This design comes from an exercise in tuning for small area on the open sky130 flow, not from production work.
In this exercise RTL edits were held to simulation tests only and were not proved equivalent to the original.
Power and IR drop assume default switching activity.

### flow/config.mk
export PLATFORM = sky130hd
export DESIGN_NAME = regfile_2w_sweep
export DESIGN_NICKNAME = regfile_2w_sweep
export VERILOG_FILES = /design/flow/design.v
export SDC_FILE = /design/flow/constraint.sdc
export NUM_CORES = 4
export LEC_CHECK = 0
export CAP_MARGIN = 10
export CORE_MARGIN = 2
export CORE_UTILIZATION = 35
export PLACE_DENSITY = 0.42
export SETUP_SLACK_MARGIN = 0.05
export SLEW_MARGIN = 10
export SYNTH_HIERARCHICAL = 1
export SYNTH_MINIMUM_KEEP_SIZE = 0
### flow/constraint.sdc
create_clock -name core_clock -period 7.0 [get_ports {clk}]
set_input_delay 1.4000 -clock core_clock [delete_from_list [all_inputs] [get_ports {clk}]]
set_output_delay 1.4000 -clock core_clock [all_outputs]
set_load 0.01 [all_outputs]
### flow/design.v
package regfile_2w_sweep_pkg;
    typedef enum logic {
        RF_SWEEP = 1'b0,
        RF_READY = 1'b1
    } rf_state_t;
    localparam logic [31:0] RF_GP_INIT_DEFAULT    = 32'h0000_1800;
    localparam logic [31:0] RF_SP_INIT_DEFAULT    = 32'h0000_2ffe;
    localparam logic [31:0] RF_MIO_OFFSET_DEFAULT = 32'h0000_0020;
endpackage
module regfile_2w_sweep_aoi3 #(
    parameter int unsigned WIDTH = 32
) (
    input  logic [2:0]         s,
    input  logic [WIDTH-1:0]   t0,
    input  logic [WIDTH-1:0]   t1,
    input  logic [WIDTH-1:0]   t2,
    output logic [WIDTH-1:0]   d
);
    assign d = ~(({WIDTH{s[0]}} & t0) | ({WIDTH{s[1]}} & t1) | ({WIDTH{s[2]}} & t2));
endmodule
module regfile_2w_sweep_aoi2 #(
    parameter int unsigned WIDTH = 32
) (
    input  logic [1:0]         s,
    input  logic [WIDTH-1:0]   t0,
    input  logic [WIDTH-1:0]   t1,
    output logic [WIDTH-1:0]   d
);
    assign d = ~(({WIDTH{s[0]}} & t0) | ({WIDTH{s[1]}} & t1));
endmodule
module regfile_2w_sweep_nandw #(
    parameter int unsigned WIDTH = 32,
    parameter int unsigned N     = 4
) (
    input  logic [N*WIDTH-1:0] i,
    output logic [WIDTH-1:0]   d
);
    always_comb begin
        d = '1;
        for (int k = 0; k < N; k++) d = d & i[k*WIDTH +: WIDTH];
        d = ~d;
    end
endmodule
module regfile_2w_sweep_rf_read_mux #(
    parameter int unsigned WIDTH  = 32,
    parameter int unsigned NT     = 31,
    parameter bit          BYPASS = 1'b1
) (
    input  logic [NT-1:0]       sel,
    input  logic [NT*WIDTH-1:0] terms,
    input  logic [1:0]          bsel,
    input  logic [WIDTH-1:0]    bt0,
    input  logic [WIDTH-1:0]    bt1,
    input  logic                nhit,
    input  logic                flip,
    output logic [WIDTH-1:0]    rdata
);
    localparam int unsigned NG = (NT + 2) / 3;     
    localparam int unsigned NF = NT / 3;           
    localparam int unsigned NP = (NG + 3) / 4;     
    logic [NG*WIDTH-1:0] grp_n;
    logic [WIDTH-1:0]    part [NP];
    logic [WIDTH-1:0]    byp_n;
    logic [WIDTH-1:0]    stored;
    for (genvar g = 0; g < NF; g++) begin : g_grp
        regfile_2w_sweep_aoi3 #(.WIDTH(WIDTH)) u_aoi (
            .s  (sel[3*g +: 3]),
            .t0 (terms[(3*g)*WIDTH +: WIDTH]),
            .t1 (terms[(3*g+1)*WIDTH +: WIDTH]),
            .t2 (terms[(3*g+2)*WIDTH +: WIDTH]),
            .d  (grp_n[g*WIDTH +: WIDTH])
        );
    end
    if (NG > NF) begin : g_last
        always_comb begin
            grp_n[NF*WIDTH +: WIDTH] = '0;
            for (int t = 3 * NF; t < NT; t++) begin
                grp_n[NF*WIDTH +: WIDTH] = grp_n[NF*WIDTH +: WIDTH]
                                         | ({WIDTH{sel[t]}} & terms[t*WIDTH +: WIDTH]);
            end
            grp_n[NF*WIDTH +: WIDTH] = ~grp_n[NF*WIDTH +: WIDTH];
        end
    end
    for (genvar p = 0; p < NP; p++) begin : g_part
        localparam int unsigned N = (NG - 4 * p < 4) ? NG - 4 * p : 4;
        regfile_2w_sweep_nandw #(.WIDTH(WIDTH), .N(N)) u_nand (
            .i (grp_n[4*p*WIDTH +: N*WIDTH]),
            .d (part[p])
        );
    end
    always_comb begin
        stored = '0;
        for (int p = 0; p < NP; p++) stored = stored | part[p];
    end
    if (BYPASS) begin : g_byp
        regfile_2w_sweep_aoi2 #(.WIDTH(WIDTH)) u_byp (
            .s(bsel), .t0(bt0), .t1(bt1), .d(byp_n)
        );
        assign rdata = ((stored & {WIDTH{nhit}}) | ~byp_n) ^ {WIDTH{flip}};
    end else begin : g_nobyp
        assign byp_n = '1;
        assign rdata = stored ^ {WIDTH{flip}};
    end
endmodule
module regfile_2w_sweep #(
    parameter int unsigned     WIDTH      = 32,
    parameter int unsigned     ADDR_WIDTH = 5,
    parameter int unsigned     NUM        = 32,
    parameter bit              BYPASS     = 1'b1,
    parameter int unsigned     GP_IDX     = 28,
    parameter logic [WIDTH-1:0] GP_INIT   = WIDTH'(regfile_2w_sweep_pkg::RF_GP_INIT_DEFAULT),
    parameter int unsigned     SP_IDX     = 29,
    parameter logic [WIDTH-1:0] SP_INIT   = WIDTH'(regfile_2w_sweep_pkg::RF_SP_INIT_DEFAULT),
    parameter int unsigned     MIO_IDX    = 17,
    parameter logic [31:0]     MIO_OFFSET = regfile_2w_sweep_pkg::RF_MIO_OFFSET_DEFAULT
) (
    input  logic                  clk,
    input  logic                  reset,
    input  logic                  we_a,
    input  logic [ADDR_WIDTH-1:0] waddr_a,
    input  logic [WIDTH-1:0]      wdata_a,
    input  logic                  we_b,
    input  logic [ADDR_WIDTH-1:0] waddr_b,
    input  logic [WIDTH-1:0]      wdata_b,
    input  logic [ADDR_WIDTH-1:0] raddr1,
    input  logic [ADDR_WIDTH-1:0] raddr2,
    output logic [WIDTH-1:0]      rdata1,
    output logic [WIDTH-1:0]      rdata2,
    input  logic [ADDR_WIDTH-1:0] dbg_addr,
    output logic [WIDTH-1:0]      dbg_data,
    output logic                  busy,
    output logic [31:0]           CPU_MIO
);
    localparam int unsigned IW = $clog2(NUM);
    logic [WIDTH-1:0] regs [NUM];
    regfile_2w_sweep_pkg::rf_state_t state_q;
    logic [IW-1:0]    ptr_q;
    logic             ready;
    logic             phase;
    assign ready = (state_q == regfile_2w_sweep_pkg::RF_READY);
    assign busy  = (state_q == regfile_2w_sweep_pkg::RF_SWEEP);
    always_ff @(posedge clk) begin
        if (reset) begin
            state_q <= regfile_2w_sweep_pkg::RF_SWEEP;
            ptr_q   <= '0;
        end else if (!ready) begin
            if (32'(ptr_q) == NUM - 1) begin
                state_q <= regfile_2w_sweep_pkg::RF_READY;
                ptr_q   <= '0;
            end else begin
                ptr_q <= ptr_q + 1'b1;
            end
        end
    end
    always_ff @(posedge clk) phase <= !phase && !reset;
    logic [IW-1:0]    wa_addr;
    logic [WIDTH-1:0] wa_data;
    logic             wa_en, wb_en;
    logic [WIDTH-1:0] sweep_val;
    logic [WIDTH-1:0] xb, xa;
    always_comb begin
        sweep_val = '0;
        if (32'(ptr_q) == GP_IDX) sweep_val = GP_INIT;
        else if (32'(ptr_q) == SP_IDX) sweep_val = SP_INIT;
    end
    assign wa_addr = ready ? waddr_a[IW-1:0] : ptr_q;
    assign wa_data = ready ? wdata_a : sweep_val;
    assign wa_en   = !reset && (ready ? we_a : 1'b1);
    assign wb_en   = !reset && ready && we_b;
    assign xb = wdata_b ^ {WIDTH{phase}};
    assign xa = wa_data ^ {WIDTH{phase}};
    logic [NUM-1:0] sel_a, sel_b, hold;
    always_comb begin
        sel_a = '0;
        sel_b = '0;
        hold  = '0;
        for (int i = 1; i < NUM; i++) begin
            sel_b[i] = wb_en && (32'(waddr_b) == i);
            sel_a[i] = wa_en && (32'(wa_addr) == i) && !sel_b[i];
            hold[i]  = !sel_b[i] && !sel_a[i];
        end
    end
    assign regs[0] = '0;
    for (genvar g = 1; g < NUM; g++) begin : g_reg
        logic [WIDTH-1:0] d;
        regfile_2w_sweep_aoi3 #(.WIDTH(WIDTH)) u_next (
            .s({hold[g], sel_a[g], sel_b[g]}), .t0(xb), .t1(xa), .t2(regs[g]), .d(d)
        );
        always_ff @(posedge clk) regs[g] <= d;
    end
    logic [(NUM-1)*WIDTH-1:0] stored_flat;
    always_comb begin
        for (int i = 1; i < NUM; i++) stored_flat[(i-1)*WIDTH +: WIDTH] = regs[i];
    end
    logic [NUM-2:0] rsel1, rsel2, dsel;
    logic           nz1, nz2, hb1, hb2, ha1, ha2;
    always_comb begin
        for (int i = 1; i < NUM; i++) begin
            rsel1[i-1] = (32'(raddr1) == i);
            rsel2[i-1] = (32'(raddr2) == i);
            dsel[i-1]  = !reset && (32'(dbg_addr) == i);
        end
    end
    assign nz1 = (raddr1 != '0);
    assign nz2 = (raddr2 != '0);
    assign hb1 = BYPASS && nz1 && ready && we_b && (waddr_b == raddr1);
    assign hb2 = BYPASS && nz2 && ready && we_b && (waddr_b == raddr2);
    assign ha1 = BYPASS && nz1 && ready && we_a && (waddr_a == raddr1) && !hb1;
    assign ha2 = BYPASS && nz2 && ready && we_a && (waddr_a == raddr2) && !hb2;
    regfile_2w_sweep_rf_read_mux #(.WIDTH(WIDTH), .NT(NUM-1), .BYPASS(BYPASS)) u_rd1 (
        .sel(rsel1), .terms(stored_flat), .bsel({ha1, hb1}), .bt0(xb), .bt1(xa),
        .nhit(!(hb1 || ha1)), .flip(phase && nz1), .rdata(rdata1)
    );
    regfile_2w_sweep_rf_read_mux #(.WIDTH(WIDTH), .NT(NUM-1), .BYPASS(BYPASS)) u_rd2 (
        .sel(rsel2), .terms(stored_flat), .bsel({ha2, hb2}), .bt0(xb), .bt1(xa),
        .nhit(!(hb2 || ha2)), .flip(phase && nz2), .rdata(rdata2)
    );
    logic [WIDTH-1:0] dbg_next;
    regfile_2w_sweep_rf_read_mux #(.WIDTH(WIDTH), .NT(NUM-1), .BYPASS(1'b0)) u_rd_dbg (
        .sel(dsel), .terms(stored_flat), .bsel(2'b00), .bt0('0), .bt1('0), .nhit(1'b1),
        .flip(phase && !reset && (dbg_addr != '0)), .rdata(dbg_next)
    );
    always_ff @(posedge clk) dbg_data <= dbg_next;
    assign CPU_MIO = 32'(regs[MIO_IDX] ^ {WIDTH{phase}}) + MIO_OFFSET;
endmodule
### flow/flow/run.sh
#!/bin/bash
# Own layout flow: the standard layout (standard.sh) with two changes made through
# ORFS variables that config.mk leaves unset:
#   - the port buffers that buffer_ports adds are sky130_fd_sc_hd__buf_2 instead of the
#     cell the resizer picks by itself (a slow delay buffer); every port is still buffered;
#   - after global routing's timing repair, gates off the critical paths are downsized.
# The make output goes to standard.log here; ORFS keeps each step's log under orfs/logs/.
set -euo pipefail
export BUFFER_PORTS_ARGS="-buffer_cell sky130_fd_sc_hd__buf_2"
export RECOVER_POWER=100
bash standard.sh > standard.log 2>&1
### flow/standard.sh
#!/bin/bash
# synth_recipe.tcl (not shown) runs the flow's synth.tcl, then flattens the netlist and writes it again
# the make line also repeats each setting of config.mk as NAME=value (left out here)
make -C /OpenROAD-flow-scripts/flow DESIGN_CONFIG=/design/flow/config.mk WORK_HOME=/design/flow/orfs CLKGATE_MAP_FILE= SYNTH_SCRIPT=/design/flow/synth_recipe.tcl "${@:-finish}"
==> results.sh, run 1 <==
export IMPL_start_util_pct=35.3
export IMPL_die_area_um2=157000
export IMPL_r2r_cells=8
export IMPL_leakage_uw=0.0211
export IMPL_min_from="regs[30][20]"
export IMPL_start_kind="flop"
export IMPL_finalNetCount=5117
export IMPL_cts_root_buf="clkbuf_16"
export IMPL_cts_made_buffers=119
export IMPL_status="finished with violations"
export IMPL_grt_total_usage_pct=45.8
export IMPL_n_fill_cell=14900
export IMPL_vdd_ir_drop_max_mv=0.228
export IMPL_clk_latency_ps=810
export IMPL_holdPathEnd="regs[30][20]"
export IMPL_layout_drive_gt1_share_pct=17.6
export IMPL_clock_sinks=1031
export IMPL_cts_setup_buffers=0
export IMPL_routed_wirelength_um=380000
export IMPL_crit_required_ps=7690
export IMPL_htree_levels=3
export IMPL_power_density_nw_per_um2=278
export IMPL_path_max_fanout=41
export IMPL_firstDrtPassIters=22
export IMPL_cp_slowest_cell="dfxtp_1"
export IMPL_drv_slew=531
export IMPL_min_period_ps=6690
export IMPL_synth_cells=4983
export IMPL_grt_setup_unrepaired="false"
export IMPL_cts_tree="yes"
export IMPL_tightest_slew_ps=2850
export IMPL_num_rows=143
export IMPL_synth_avg_cell_area_um2=10.8
export IMPL_max_stage_delay_ps=1330
export IMPL_die_height_um=396
export IMPL_path_class="flop to flop"
export IMPL_die_w_um=396
export IMPL_synth_area_um2=53800
export IMPL_finalSetupTns_ps=0
export IMPL_hpwl_um=232000
export IMPL_maxCapViolCount=29
export IMPL_total_power_uw=16900
export IMPL_drc=0
export IMPL_hold_viol=0
export IMPL_finalSetupViolCount=0
export IMPL_grt_pass1_wl_um=505000
export IMPL_yosysWarningCount=15
export IMPL_grt_pass1_vias=58400
export IMPL_r2r_slack_ps=310
export IMPL_routed_via_density=8.93
export IMPL_syn_num_nets=5081
export IMPL_place_gp_congestion=0.998
export IMPL_dr_first_iter_drc_count=23700
export IMPL_so_violations="max-capacitance violations, max-slew violations"
export IMPL_clockBufferDepth=3
export IMPL_syn2layout_area_growth_pct=13.3
export IMPL_wire_per_inst_um=53.1
export IMPL_cts_hold_buf=0
export IMPL_antenna_found_initial=18
export IMPL_core_um2=152000
export IMPL_crit_arrival_ps=7380
export IMPL_slew_headroom_pct=-90.1
export IMPL_finClkSkew_ps=79.0
export IMPL_ant_nets=0
export IMPL_rr_startpoint="state_q"
export IMPL_crit_path_frequent_cell="nor2_2"
export IMPL_end_kind="flop"
export IMPL_reg2reg_to="regs[28][30]"
export IMPL_pin_count=222
export IMPL_hold_depth=1
export IMPL_port_buffers=221
export IMPL_fin_crit_sh_pct=95.6
export IMPL_hp_class="flop to flop"
export IMPL_max_freq_mhz=149
export IMPL_dr_total_vias=64000
export IMPL_path_cells="clkbuf_1, inv_1, nor3b_1, nand4_1, nor2_2, nor2_2, buf_4, a222oi_1"
export IMPL_grt_max_degree=61
export IMPL_path_clk_slew_ps=60
export IMPL_grt_overflow_total=0
export IMPL_cts_resized=0
power by group:
| group | switching, uW | internal, uW | leakage (uW) |
|---|---|---|---|
| registers | 771 | 6580 | 0.00921 |
| clock network | 2910 | 4340 | 0.00219 |
| logic | 1610 | 728 | 0.00974 |
| total | 5290 | 11600 | 0.0211 |
registers in the layout (all words and copies together), names as in the netlist:
| name | flops |
|---|---|
| phase | 1 |
| regs | 992 |
| dbg_data | 32 |
| ptr_q | 5 |
| state_q | 1 |
layer usage:
| layer | GRT usage (%) | wire length [um] | vias up |
|---|---|---|---|
| li1 | - | - | 23500 |
| met1 | 57.1 | 134000 | 31400 |
| met2 | 62.2 | 146000 | 7349 |
| met3 | 18.4 | 62200 | 1801 |
| met4 | 35.3 | 38100 | 18 |
| met5 | 0.246 | 286 | - |
worst max path at each step:
stage                     cells after the start      start            to
after floorplan                               9  raddr1[4]    rdata1[21]
after global placement                       10  raddr1[2]    rdata1[12]
after detailed placement                     10  raddr1[2]    rdata1[13]
after CTS                                    10  raddr1[2]    rdata1[13]
after global routing                          8    state_q    rdata2[28]
final                                         8    state_q  regs[28][30]
placed cells by master, fill, tap and decap left out, drive strengths merged, types with 7 or more instances in the layout:
cell      instances
xor2            130
a21oi            21
diode            13
inv              25
or2               8
nand3b           12
bufinv           25
a222oi         1952
o31ai            67
clkinvlp          9
xnor2            88
nor3b             7
nand2           222
a22oi            67
nand2b           18
nand3           109
buf             410
nor3             72
nor2b            11
clkinv           31
o21ai            10
dfxtp          1031
nand4           199
clkbuf          304
nor2            213
cell type report:
type                    instances  area [um2]  area share [%]
inverters                      20        75.1           0.123
diodes                         13        32.5          0.0534
multi-input cells            3289       29500            48.5
clock inverters                70        1060            1.74
repair buffers                558        3640            5.98
well taps                    2030        2540            4.17
flip-flops and latches       1031       20600            33.9
clock buffers                 156        3400            5.58
worst max-delay path, delay by kind of cell (launching register included):
family                 cells  cell delay [ps]
AO/OA/AOI/OAI              1              330
flip-flops                 1             1330
AND/OR/NAND/NOR            4             3050
buffers and inverters      3             1880
stage by stage:
| stage | std cells | utilization (%) | instance area (um2) | worst slack, ps | hold WS (ps) |
|---|---|---|---|---|---|
| after CTS | 7153 | 40.4 | 61500 | 958 | 497 |
| after detailed placement | 6927 | 37.4 | 57000 | 974 | 485 |
| after global placement | 6927 | 37.4 | 57000 | 933 | 479 |
| after floorplan | 4983 | - | 53800 | 2220 | 462 |
| final | 7167 | 40.0 | 60900 | 306 | 501 |
| after global routing | 7160 | 40.0 | 60900 | 363 | 509 |
==> inputs of run 2 (changes only) <==
--- a/flow/config.mk
+++ b/flow/config.mk
@@ -10,2 +10,5 @@
 export CORE_UTILIZATION = 35
+export CTS_BUF_LIST = sky130_fd_sc_hd__clkbuf_16
+export CTS_CLUSTER_DIAMETER = 90
+export CTS_CLUSTER_SIZE = 20
 export PLACE_DENSITY = 0.42
==> run 2 against run 1 <==
  * The layout still fails its checks (max-capacitance violations, max-slew violations)
  * Sequential share of layout area up 1.6 points
  * Maximum frequency down 3.3%
  * Design area down 4.6%
  * Sequential power about the same
  * Global-route usage down 0.41 points
  * Clock power down 45%
  * Clock skew down 7.4 ps
  * Clock-buffer cell count down 94
  * Critical endpoint is now rdata1[21]
  * Highest routed layer unchanged
==> results.sh, run 2 <==
export IMPL_status="finished with violations"
export IMPL_so_violations="max-capacitance violations, max-slew violations"
export IMPL_layout_drive_gt1_share_pct=14.5
export IMPL_hp_class="flop to flop"
export IMPL_power_frac_clock_pct=29.3
export IMPL_antenna_found_initial=17
export IMPL_switching_power_uw=4730
export IMPL_placedCellCount=6927
export IMPL_power_density_nw_per_um2=235
export IMPL_place_gp_congestion=0.998
export IMPL_finClkSkew_ps=71.6
export IMPL_crit_required_ps=5600
export IMPL_dr_first_iter_drc_count=24100
export IMPL_crit_path_frequent_cell="buf_2"
export IMPL_reg2reg_to="regs[2][24]"
export IMPL_num_rows=143
export IMPL_port_buffers=221
export IMPL_grt_overflow_total=0
export IMPL_n_fill_cell=15100
export IMPL_drv_slew=914
export IMPL_path_class="primary input to output port"
export IMPL_p_seq_share_pct=53.7
export IMPL_die_height_um=396
export IMPL_die_area_um2=157000
export IMPL_vdd_ir_drop_max_mv=0.201
export IMPL_finalNetCount=5059
export IMPL_max_freq_mhz=145
export IMPL_rr_startpoint="state_q"
export IMPL_dr_total_vias=63300
export IMPL_cts_made_buffers=61
export IMPL_routed_via_density=9.01
export IMPL_syn_num_nets=5081
export IMPL_maxCapViolCount=52
export IMPL_htree_levels=2
export IMPL_core_um2=152000
export IMPL_regMostFlops="regs"
export IMPL_slew_headroom_pct=-88.3
export IMPL_grt_max_degree=61
export IMPL_clk_latency_ps=810
export IMPL_cts_root_buf="clkbuf_16"
export IMPL_r2r_cells=8
export IMPL_ant_nets=0
export IMPL_hpwl_um=232000
export IMPL_r2r_slack_ps=320
export IMPL_finalSetupViolCount=0
export IMPL_clock_sinks=1031
export IMPL_path_max_fanout=12
export IMPL_end_kind="output port"
export IMPL_hold_depth=1
export IMPL_grt_setup_unrepaired="false"
export IMPL_pwr_share_comb_pct=17.0
export IMPL_cts_tree="yes"
export IMPL_final_common_cell="a222oi_1"
export IMPL_tightest_slew_ps=2810
export IMPL_largestRegisters="regs x992, dbg_data x32, ptr_q x5"
export IMPL_final_cell_mix="1952 x a222oi_1, 1029 x dfxtp_1, 270 x buf_4"
export IMPL_start_util_pct=35.3
export IMPL_path_cells="buf_2, or3b_2, nor2_1, buf_4, a222oi_1, nand4_1, o31ai_1, nand2_1, xor2_1, buf_2"
export IMPL_grt_pass1_wl_um=502000
export IMPL_min_period_ps=6920
export IMPL_pin_count=222
export IMPL_cts_setup_buffers=0
export IMPL_routed_wirelength_um=378000
export IMPL_synth_avg_cell_area_um2=10.8
export IMPL_path_clk_slew_ps=100
export IMPL_sw_frac_of_total_pct=34.6
export IMPL_die_w_um=396
export IMPL_final_cells=7022
export IMPL_fin_crit_sh_pct=98.8
export IMPL_min_from="regs[25][3]"
export IMPL_start_kind="primary input"
export IMPL_drc=0
export IMPL_grt_total_usage_pct=45.4
export IMPL_clockBufferDepth=3
export IMPL_cts_hold_buf=0
export IMPL_firstDrtPassIters=21
export IMPL_cp_slowest_cell="nor2_1"
export IMPL_largest_reg_flops=992
export IMPL_crit_arrival_ps=5520
export IMPL_holdPathEnd="regs[25][3]"
export IMPL_wire_per_inst_um=53.8
export IMPL_hold_viol=0
export IMPL_total_power_uw=13700
export IMPL_grt_pass1_vias=57800
export IMPL_p_int_uw=8940
export IMPL_finalSetupTns_ps=0
export IMPL_yosysWarningCount=15
export IMPL_synth_area_um2=53800
export IMPL_max_stage_delay_ps=1490
export IMPL_syn2layout_area_growth_pct=8.07
export IMPL_cts_resized=0
export IMPL_synth_cells=4983
export IMPL_leakage_uw=0.0198
[run 2: final cells by class]
| type | count | area [um2] | share of cell area [%] |
|---|---|---|---|
| diodes | 9 | 22.5 | 0.0388 |
| clock inverters | 23 | 183 | 0.314 |
| well taps | 2030 | 2540 | 4.37 |
| clock buffers | 62 | 1550 | 2.67 |
| flip-flops and latches | 1031 | 20600 | 35.5 |
| inverters | 20 | 75.1 | 0.129 |
| multi-input cells | 3289 | 29500 | 50.7 |
| repair buffers | 558 | 3610 | 6.22 |
[run 2: power by group through the flow]
stage,Sequential (uW),Combinational (uW),Clock [uW]
2_1_floorplan,7230,1190,0
3_5_place_dp,7410,2270,0
6_report,7340,2320,4010
3_3_place_gp,7410,2240,0
5_1_grt,7410,2380,4170
4_1_cts,7280,2270,3980
[run 2: metrics by stage]
stage               setup slack, ps  cell area [um2]  util (%)  hold slack (ps)
floorplan                      2220            53800         -              462
global placement                933            57000      37.4              479
detailed placement              974            57000      37.4              485
CTS                             958            58700      38.6              501
global route                    420            58100      38.2              513
finish                         81.1            58100      38.2              504
[run 2: worst max path at each step]
stage	to	startpoint	depth (start not counted)	slack, ps
6_report	rdata1[21]	raddr1[1]	10	80
5_1_grt	regs[2][11]	state_q	8	420
4_1_cts	rdata1[13]	raddr1[2]	10	960
3_5_place_dp	rdata1[13]	raddr1[2]	10	970
3_3_place_gp	rdata1[12]	raddr1[2]	10	930
2_1_floorplan	rdata1[21]	raddr1[4]	9	2220
[run 2: routing by layer]
metal	GRT usage [%]	share of wire, %	vias up
met3	18.2	16	1752
met5	0.677	0.072	-
met2	61.6	38	7205
met4	35.4	10	16
li1	-	-	23300
met1	56.5	35	31000
[run 2: worst max-delay path, delay by kind of cell]
family	cells	cell delay [ps]
buf+inv	3	920
xor+xnor	1	190
compound gates	2	410
simple gates	4	2560
==> inputs of run 3 (changes only) <==
==> flow/flow/run.sh (replaced) <==
#!/bin/bash
# Own layout flow: the standard layout (standard.sh) with one change made through an
# ORFS variable that config.mk leaves unset: the port buffers that buffer_ports adds are
# sky130_fd_sc_hd__buf_2 instead of the cell the resizer picks by itself (a slow delay
# buffer). Every input and output port is still buffered.
# The make output goes to standard.log here; ORFS keeps each step's log under orfs/logs/.
set -euo pipefail
export BUFFER_PORTS_ARGS="-buffer_cell sky130_fd_sc_hd__buf_2"
bash standard.sh > standard.log 2>&1
--- a/flow/config.mk
+++ b/flow/config.mk
@@ -7,3 +7,3 @@
 export LEC_CHECK = 0
-export CAP_MARGIN = 10
+export CAP_MARGIN = 20
 export CORE_MARGIN = 2
@@ -15,3 +15,3 @@
 export SETUP_SLACK_MARGIN = 0.05
-export SLEW_MARGIN = 10
+export SLEW_MARGIN = 20
 export SYNTH_HIERARCHICAL = 1
==> run 3 against run 2 <==
  * Now clean on timing, DRC and antenna
  * Synthesized cell count stayed put
  * Die area stayed put
  * Sequential share of layout area is 0.46 points lower
  * Cell count stayed put
  * Non-clock buffer count is 4 higher
  * Largest cell class unchanged
==> results.sh, run 3 <==
export IMPL_status="timing/DRC/antenna clean"
export IMPL_end_kind="output port"
export IMPL_cts_resized=0
export IMPL_clockBufferDepth=3
export IMPL_syn_num_nets=5081
export IMPL_syn2layout_area_growth_pct=9.50
export IMPL_postPlaceCellArea_um2=57100
export IMPL_start_kind="primary input"
export IMPL_min_period_ps=6430
export IMPL_crit_required_ps=5600
export IMPL_rr_startpoint="state_q"
export IMPL_cts_made_buffers=61
export IMPL_start_util_pct=35.3
export IMPL_max_freq_mhz=155
export IMPL_total_power_uw=13700
export IMPL_reg2reg_to="regs[15][18]"
export IMPL_synth_area_um2=53800
export IMPL_maxCapViolCount=0
export IMPL_place_gp_congestion=0.998
export IMPL_finalSetupViolCount=0
export IMPL_min_from="regs[25][3]"
export IMPL_crit_arrival_ps=5030
export IMPL_tightest_slew_ps=1350
export IMPL_die_height_um=396
export IMPL_dr_total_vias=63700
export IMPL_port_buffers=221
export IMPL_grt_pass1_wl_um=502000
export IMPL_path_max_fanout=21
export IMPL_path_class="primary input to output port"
export IMPL_r2r_slack_ps=2180
export IMPL_r2r_cells=9
export IMPL_largestRegisters="regs x992, dbg_data x32, ptr_q x5"
export IMPL_multi_input_comb_area_um2=29900
export IMPL_synth_avg_cell_area_um2=10.8
export IMPL_cts_tree="yes"
export IMPL_clk_latency_ps=790
export IMPL_grt_pass1_vias=57800
export IMPL_hold_depth=1
export IMPL_fin_crit_sh_pct=91.9
export IMPL_placedCellCount=6929
export IMPL_cts_hold_buf=0
export IMPL_finalNetCount=5063
export IMPL_grt_max_degree=61
export IMPL_clock_sinks=1031
export IMPL_drc=0
export IMPL_grt_overflow_total=0
export IMPL_path_clk_slew_ps=100
export IMPL_hp_class="flop to flop"
export IMPL_finalSetupTns_ps=0
export IMPL_regMostFlops="regs"
export IMPL_design_area_um2=58900
export IMPL_routed_wirelength_um=378000
export IMPL_n_fill_cell=14900
export IMPL_firstDrtPassIters=23
export IMPL_cts_root_buf="clkbuf_16"
export IMPL_die_w_um=396
export IMPL_grt_setup_unrepaired="false"
export IMPL_area_sequential_um2=20600
export IMPL_hold_viol=0
export IMPL_final_cells=7022
export IMPL_drv_slew=0
export IMPL_pin_count=222
export IMPL_final_common_cell="a222oi_1"
export IMPL_dr_first_iter_drc_count=24000
export IMPL_power_density_nw_per_um2=233
export IMPL_ant_nets=0
export IMPL_finClkSkew_ps=64.1
export IMPL_num_rows=143
export IMPL_yosysWarningCount=15
export IMPL_leakage_uw=0.0203
export IMPL_routed_via_density=9.07
export IMPL_grt_total_usage_pct=45.4
export IMPL_core_um2=152000
export IMPL_slew_headroom_pct=9.03
export IMPL_antenna_found_initial=17
export IMPL_largest_reg_flops=992
export IMPL_holdPathEnd="regs[25][3]"
export IMPL_final_cell_mix="1952 x a222oi_1, 1029 x dfxtp_1, 316 x buf_4"
export IMPL_layout_drive_gt1_share_pct=18.4
export IMPL_vdd_ir_drop_max_mv=0.227
export IMPL_hpwl_um=232000
export IMPL_die_area_um2=157000
export IMPL_wire_per_inst_um=53.8
export IMPL_cts_setup_buffers=0
export IMPL_htree_levels=2
export IMPL_synth_cells=4983
[run 3: cell count changes in the layout (fill, tap and decap cells not counted), moves of 5 or more]
cell      change
nor3_2       +19
buf_4        +46
nor2_4       +34
clkbuf_1    -136
clkbuf_2     -20
buf_2       +110
inv_1         -7
diode_2       +5
nor2_1       -30
nor3_1       -21
[run 3: layer usage]
| metal | part of all wire (%) | track usage (%) | vias to the layer above |
|---|---|---|---|
| met1 | 35 | 56.4 | 31100 |
| met4 | 10 | 35.0 | 12 |
| met2 | 39 | 62.1 | 7392 |
| li1 | - | - | 23300 |
| met3 | 16 | 18.2 | 1866 |
| met5 | 0.055 | 0.647 | - |
[run 3: critical path: stages]
cell,delay (ps)
buf_2,180
nand2_1,630
nor2_4,270
buf_12,260
a222oi_1,370
nand4_1,680
o31ai_1,650
nand2_1,130
xor2_1,230
buf_2,190
[run 3: worst max path at each step]
| stage | endpoint | startpoint | cells past startpoint | slack (ps) |
|---|---|---|---|---|
| final | rdata2[15] | raddr2[1] | 10 | 570 |
| after detailed placement | rdata1[12] | raddr1[2] | 10 | 970 |
| after global routing | rdata2[15] | raddr2[1] | 10 | 690 |
| after floorplan | rdata1[21] | raddr1[4] | 9 | 2220 |
| after global placement | rdata1[12] | raddr1[2] | 10 | 930 |
| after CTS | rdata1[12] | raddr1[2] | 10 | 950 |
[run 3: layout make-up]
type / instances / share of cell area [%]
Sequential cell: 1031 / 35.1
Clock inverter: 14 / 0.302
Tap cell: 2030 / 4.31
Timing Repair Buffer: 562 / 6.79
Clock buffer: 62 / 2.63
Inverter: 20 / 0.127
Antenna cell: 14 / 0.0595
Multi-Input combinational cell: 3289 / 50.7
[run 3: through the flow]
step | worst slack (ps) | hold WS (ps) | utilization, %
CTS | 953 | 500 | 38.6
finish | 568 | 502 | 38.7
global route | 686 | 517 | 38.7
floorplan | 2220 | 462 | -
global placement | 933 | 479 | 37.4
detailed placement | 968 | 485 | 37.5
[run 3: report_power, final]
group / total (uW) / switching, uW / internal [uW]
logic: 2380 / 1610 / 776
clock network: 4020 / 2340 / 1680
registers: 7340 / 768 / 6570
total: 13700 / 4720 / 9030
==> inputs of run 4 (changes only) <==
--- a/flow/config.mk
+++ b/flow/config.mk
@@ -14,3 +14,3 @@
 export PLACE_DENSITY = 0.42
-export SETUP_SLACK_MARGIN = 0.05
+export SETUP_SLACK_MARGIN = 0.2
 export SLEW_MARGIN = 20
==> run 4 against run 3 <==
  * Total power stayed put
  * Critical path depth stayed put
  * Via count unchanged
  * Register-to-register slack hardly changed
  * Die area unchanged
  * Clock power about the same
  * Utilization unchanged
  * Worst hold slack unchanged
  * Clock skew did not move
  * Setup slack stayed put
  * Cell count unchanged
  * Combinational power barely moved
  * Critical endpoint unchanged
==> results.sh, run 4 <==
export IMPL_status="timing/DRC/antenna clean"
export IMPL_fin_crit_sh_pct=91.9
export IMPL_wire_per_inst_um=53.8
export IMPL_end_kind="output port"
export IMPL_crit_required_ps=5600
export IMPL_dr_first_iter_drc_count=24000
export IMPL_die_w_um=396
export IMPL_yosysWarningCount=15
export IMPL_drc=0
export IMPL_pin_count=222
export IMPL_crit_arrival_ps=5030
export IMPL_cts_root_buf="clkbuf_16"
export IMPL_synth_cells=4983
export IMPL_path_clk_slew_ps=100
export IMPL_rr_startpoint="state_q"
export IMPL_grt_overflow_total=0
export IMPL_dr_total_vias=63700
export IMPL_switching_power_uw=4720
export IMPL_p_seq_share_pct=53.4
export IMPL_finalSetupViolCount=0
export IMPL_cts_resized=0
export IMPL_max_freq_mhz=155
export IMPL_layout_drive_gt1_share_pct=18.4
export IMPL_largest_reg_flops=992
export IMPL_die_area_um2=157000
export IMPL_power_frac_clock_pct=29.2
export IMPL_start_kind="primary input"
export IMPL_cts_hold_buf=0
export IMPL_synth_avg_cell_area_um2=10.8
export IMPL_holdPathEnd="regs[25][3]"
export IMPL_antenna_found_initial=17
export IMPL_cts_setup_buffers=0
export IMPL_start_util_pct=35.3
export IMPL_hp_class="flop to flop"
export IMPL_synth_area_um2=53800
export IMPL_r2r_slack_ps=2180
export IMPL_cts_tree="yes"
export IMPL_num_rows=143
export IMPL_maxCapViolCount=0
export IMPL_clock_sinks=1031
export IMPL_clk_latency_ps=790
export IMPL_die_height_um=396
export IMPL_routed_wirelength_um=378000
export IMPL_final_cell_mix="1952 x a222oi_1, 1029 x dfxtp_1, 316 x buf_4"
export IMPL_path_class="primary input to output port"
export IMPL_regMostFlops="regs"
export IMPL_sw_frac_of_total_pct=34.3
export IMPL_finClkSkew_ps=64.1
export IMPL_finalNetCount=5063
export IMPL_hold_viol=0
export IMPL_grt_max_degree=61
export IMPL_design_area_um2=58900
export IMPL_final_common_cell="a222oi_1"
export IMPL_firstDrtPassIters=23
export IMPL_htree_levels=2
export IMPL_total_power_uw=13700
export IMPL_leakage_uw=0.0203
export IMPL_pwr_share_comb_pct=17.3
export IMPL_postPlaceCellArea_um2=57100
export IMPL_tightest_slew_ps=1350
export IMPL_clockBufferDepth=3
export IMPL_hold_depth=1
export IMPL_r2r_cells=9
export IMPL_syn2layout_area_growth_pct=9.50
export IMPL_grt_pass1_vias=57800
export IMPL_ant_nets=0
export IMPL_port_buffers=221
export IMPL_hpwl_um=232000
export IMPL_p_int_uw=9030
export IMPL_grt_setup_unrepaired="false"
export IMPL_path_max_fanout=21
export IMPL_slew_headroom_pct=9.03
export IMPL_power_density_nw_per_um2=233
export IMPL_cts_made_buffers=61
export IMPL_drv_slew=0
export IMPL_min_from="regs[25][3]"
export IMPL_routed_via_density=9.07
export IMPL_grt_total_usage_pct=45.4
export IMPL_reg2reg_to="regs[15][18]"
export IMPL_vdd_ir_drop_max_mv=0.227
export IMPL_core_um2=152000
export IMPL_min_period_ps=6430
export IMPL_place_gp_congestion=0.998
export IMPL_finalSetupTns_ps=0
export IMPL_syn_num_nets=5081
export IMPL_largestRegisters="regs x992, dbg_data x32, ptr_q x5"
export IMPL_grt_pass1_wl_um=502000
-- run 4: final cells by class --
cell class | instances | area [um2]
fillers | 14900 | 93400
multi-input cells | 3289 | 29900
flip-flops and latches | 1031 | 20600
repair buffers | 562 | 4000
well taps | 2030 | 2540
clock buffers | 62 | 1550
clock inverters | 14 | 178
inverters | 20 | 75.1
diodes | 14 | 35.0
-- run 4: how the worst max path moves through the flow --
stage,from,endpoint,slack (ps),cells after the start
6_report,raddr2[1],rdata2[15],570,10
5_1_grt,raddr2[1],rdata2[15],690,10
4_1_cts,raddr1[2],rdata1[12],950,10
3_5_place_dp,raddr1[2],rdata1[12],970,10
3_3_place_gp,raddr1[2],rdata1[12],930,10
2_1_floorplan,raddr1[4],rdata1[21],2220,9
-- run 4: worst max-delay path: stages --
cell      delay, ps
buf_2           180
nand2_1         630
nor2_4          270
buf_12          260
a222oi_1        370
nand4_1         680
o31ai_1         650
nand2_1         130
xor2_1          230
buf_2           190
-- run 4: per-stage QoR --
stage	cells	setup slack, ps	hold WS, ps	utilization, %
after floorplan	4983	2220	462	-
after global placement	6927	933	479	37.4
after detailed placement	6929	968	485	37.5
after CTS	7005	953	500	38.6
after global routing	7012	686	517	38.7
final	7022	568	502	38.7
-- run 4: routing by layer --
metal / part of all wire (%) / vias to the layer above / global-route usage, % / wire (um)
li1: - / 23300 / - / -
met5: 0.055 / - / 0.647 / 207
met4: 10 / 12 / 35.0 / 38000
met1: 35 / 31100 / 56.4 / 132000
met2: 39 / 7392 / 62.1 / 146000
met3: 16 / 1866 / 18.2 / 61900
-- run 4: power groups by stage --
stage	sequential [uW]	combinational, uW	clock (uW)
after floorplan	7230	1190	0
after global placement	7410	2240	0
after detailed placement	7410	2280	0
after CTS	7280	2280	4010
after global routing	7400	2440	4200
final	7340	2380	4020
==> inputs of run 5 (changes only) <==
--- a/flow/config.mk
+++ b/flow/config.mk
@@ -7,3 +7,5 @@
 export LEC_CHECK = 0
-export CAP_MARGIN = 20
+export CAP_MARGIN = 10
+export CELL_PAD_IN_SITES_DETAIL_PLACEMENT = 1
+export CELL_PAD_IN_SITES_GLOBAL_PLACEMENT = 1
 export CORE_MARGIN = 2
@@ -13,5 +15,5 @@
 export CTS_CLUSTER_SIZE = 20
-export PLACE_DENSITY = 0.42
-export SETUP_SLACK_MARGIN = 0.2
-export SLEW_MARGIN = 20
+export PLACE_DENSITY = 0.45
+export SETUP_SLACK_MARGIN = 0.05
+export SLEW_MARGIN = 10
 export SYNTH_HIERARCHICAL = 1
==> run 5 against run 4 <==
  * Now fails the layout checks on negative setup slack
  * Non-clock buffer count rose by 3
  * Sequential share of layout area fell by 0.23 points
  * Via count fell by 0.31%
  * Total power rose by 4.1%
  * Cell count rose by 0.46%
  * Die area did not move
  * Register-to-register slack improved by 260 ps
  * Clock skew fell by 30 ps
  * Critical path type unchanged
  * Largest cell class unchanged
==> results.sh, run 5 <==
export IMPL_status="finished with violations"
export IMPL_so_violations="negative setup slack"
export IMPL_die_area_um2=157000
export IMPL_path_max_fanout=16
export IMPL_drv_slew=0
export IMPL_largestRegisters="regs x992, dbg_data x32, ptr_q x5"
export IMPL_syn_num_nets=5081
export IMPL_start_kind="primary input"
export IMPL_clockBufferDepth=3
export IMPL_ant_nets=0
export IMPL_finalNetCount=5074
export IMPL_grt_max_degree=40
export IMPL_drc=0
export IMPL_pin_count=222
export IMPL_slew_headroom_pct=4.36
export IMPL_cts_made_buffers=69
export IMPL_synth_avg_cell_area_um2=10.8
export IMPL_num_rows=143
export IMPL_antenna_found_initial=16
export IMPL_cts_tree="yes"
export IMPL_clk_latency_ps=730
export IMPL_start_util_pct=35.3
export IMPL_grt_pass1_vias=59100
export IMPL_grt_setup_unrepaired="false"
export IMPL_final_cell_mix="1952 x a222oi_1, 1029 x dfxtp_1, 320 x buf_4"
export IMPL_final_cells=7054
export IMPL_largest_reg_flops=992
export IMPL_fin_crit_sh_pct=102
export IMPL_firstDrtPassIters=17
export IMPL_syn2layout_area_growth_pct=10.2
export IMPL_holdWs_ps=504
export IMPL_hp_class="flop to flop"
export IMPL_cp_startpoint="raddr1[2]"
export IMPL_yosysWarningCount=15
export IMPL_min_period_ps=7120
export IMPL_core_um2=152000
export IMPL_routed_via_density=9.00
export IMPL_cts_setup_buffers=0
export IMPL_setup_ws_ps=-123
export IMPL_port_buffers=221
export IMPL_cts_hold_buf=0
export IMPL_pwr_share_comb_pct=16.9
export IMPL_htree_levels=3
export IMPL_cts_root_buf="clkbuf_16"
export IMPL_vdd_ir_drop_max_mv=0.172
export IMPL_die_height_um=396
export IMPL_rr_startpoint="state_q"
export IMPL_die_w_um=396
export IMPL_grt_pass1_wl_um=519000
export IMPL_finalSetupTns_ps=-123
export IMPL_path_clk_slew_ps=70
export IMPL_maxCapViolCount=0
export IMPL_wire_per_inst_um=55.7
export IMPL_dr_total_vias=63500
export IMPL_max_freq_mhz=140
export IMPL_power_density_nw_per_um2=241
export IMPL_cts_resized=0
export IMPL_finClkSkew_ps=34.3
export IMPL_power_frac_clock_pct=31.6
export IMPL_crit_arrival_ps=5720
export IMPL_sw_frac_of_total_pct=34.7
export IMPL_grt_total_usage_pct=47.2
export IMPL_p_seq_share_pct=51.5
export IMPL_final_common_cell="a222oi_1"
export IMPL_dr_first_iter_drc_count=22300
export IMPL_synth_area_um2=53800
export IMPL_synth_cells=4983
export IMPL_leakage_uw=0.0205
export IMPL_placedCellCount=6935
export IMPL_crit_required_ps=5600
export IMPL_finalSetupViolCount=1
export IMPL_path_class="primary input to output port"
export IMPL_place_gp_congestion=0.980
export IMPL_routed_wirelength_um=393000
export IMPL_min_from="regs[18][19]"
export IMPL_hpwl_um=244000
export IMPL_tightest_slew_ps=1430
export IMPL_layout_drive_gt1_share_pct=18.8
export IMPL_regMostFlops="regs"
export IMPL_clock_sinks=1031
export IMPL_p_int_uw=9330
export IMPL_grt_overflow_total=0
export IMPL_switching_power_uw=4970
export IMPL_hold_viol=0
export IMPL_end_kind="output port"
run 5: final timing paths:
kind                  end  slack [ps]  cells past startpoint
max            rdata1[17]        -120                     11
min          regs[18][19]         500                      1
max reg2reg  regs[25][27]        2440                      9
min reg2reg  regs[18][19]         500                      1
run 5: metrics by stage:
| step | area (um2) | util [%] | power (uW) | worst slack [ps] |
|---|---|---|---|---|
| 2_1_floorplan | 53800 | - | 8420 | 2220 |
| 3_3_place_gp | 57100 | 37.5 | 9690 | 514 |
| 3_5_place_dp | 57100 | 37.5 | 9750 | 518 |
| 4_1_cts | 59200 | 38.9 | 14100 | 517 |
| 5_1_grt | 59300 | 38.9 | 14600 | 77.4 |
| 6_report | 59300 | 38.9 | 14300 | -123 |
run 5: cell type report:
type,count,area (um2)
Fill cell,16500,93000
Clock buffer,72,1800
Timing Repair Buffer,565,3990
Multi-Input combinational cell,3289,29900
Antenna cell,14,35.0
Tap cell,2030,2540
Inverter,20,75.1
Clock inverter,33,324
Sequential cell,1031,20600
run 5: routing by layer:
| metal | vias to the layer above | routed length [um] | GRT usage [%] |
|---|---|---|---|
| met1 | 32000 | 141000 | 59.6 |
| met2 | 6637 | 154000 | 65.1 |
| met3 | 1485 | 60900 | 16.9 |
| li1 | 23300 | - | - |
| met4 | 14 | 36900 | 36.1 |
| met5 | - | 219 | 0.647 |
run 5: power groups by stage:
stage	sequential (uW)	combinational, uW	clock (uW)
final	7370	2410	4520
after global routing	7430	2470	4700
after CTS	7300	2320	4510
after detailed placement	7430	2320	0
after global placement	7420	2280	0
after floorplan	7230	1190	0
run 5: worst max-delay path, cell delays in order:
cell	delay, ps
buf_2	210
nand2b_1	760
nor2_4	360
buf_4	370
buf_4	220
a222oi_1	440
nand3_1	290
o31ai_1	1030
nand2_1	220
xor2_1	200
buf_2	160

-- static timing again, ports no longer ideal --
Ports are ideal in the flow. The routed layouts listed here were re-timed in OpenROAD.
Step 1 (the two cells are an assumption about what drives the block):
set clk [get_ports {clk}]
set_driving_cell -lib_cell sky130_fd_sc_hd__clkbuf_16 $clk
set_driving_cell -lib_cell sky130_fd_sc_hd__buf_2 [delete_from_list [all_inputs] $clk]
Step 2 moves the port delays by t, midway between the first and last clock arrival at a register: inputs arrive t later, outputs are due t later. That takes back most of the time a late clock gives input paths.
Slacks: ideal / step 1 / step 2; pairs: ideal / step 1.
run	t (ns)	setup slack, ns	worst setup path at the end	cell pins on the clock port's net
run 1	0.859	0.306 / 0.284 / 0.170	input to register	1
run 2	0.859	0.081 / -0.040 / -0.040	input to output	1
run 3	0.843	0.568 / 0.549 / 0.549	input to output	1
run 4	0.843	0.568 / 0.549 / 0.549	input to output	1
run 5	0.804	-0.123 / -0.146 / -0.146	input to output	1
The setup slack of run 1, which loses most, moves by -0.022 ns with the drivers and by -0.136 ns with both steps.
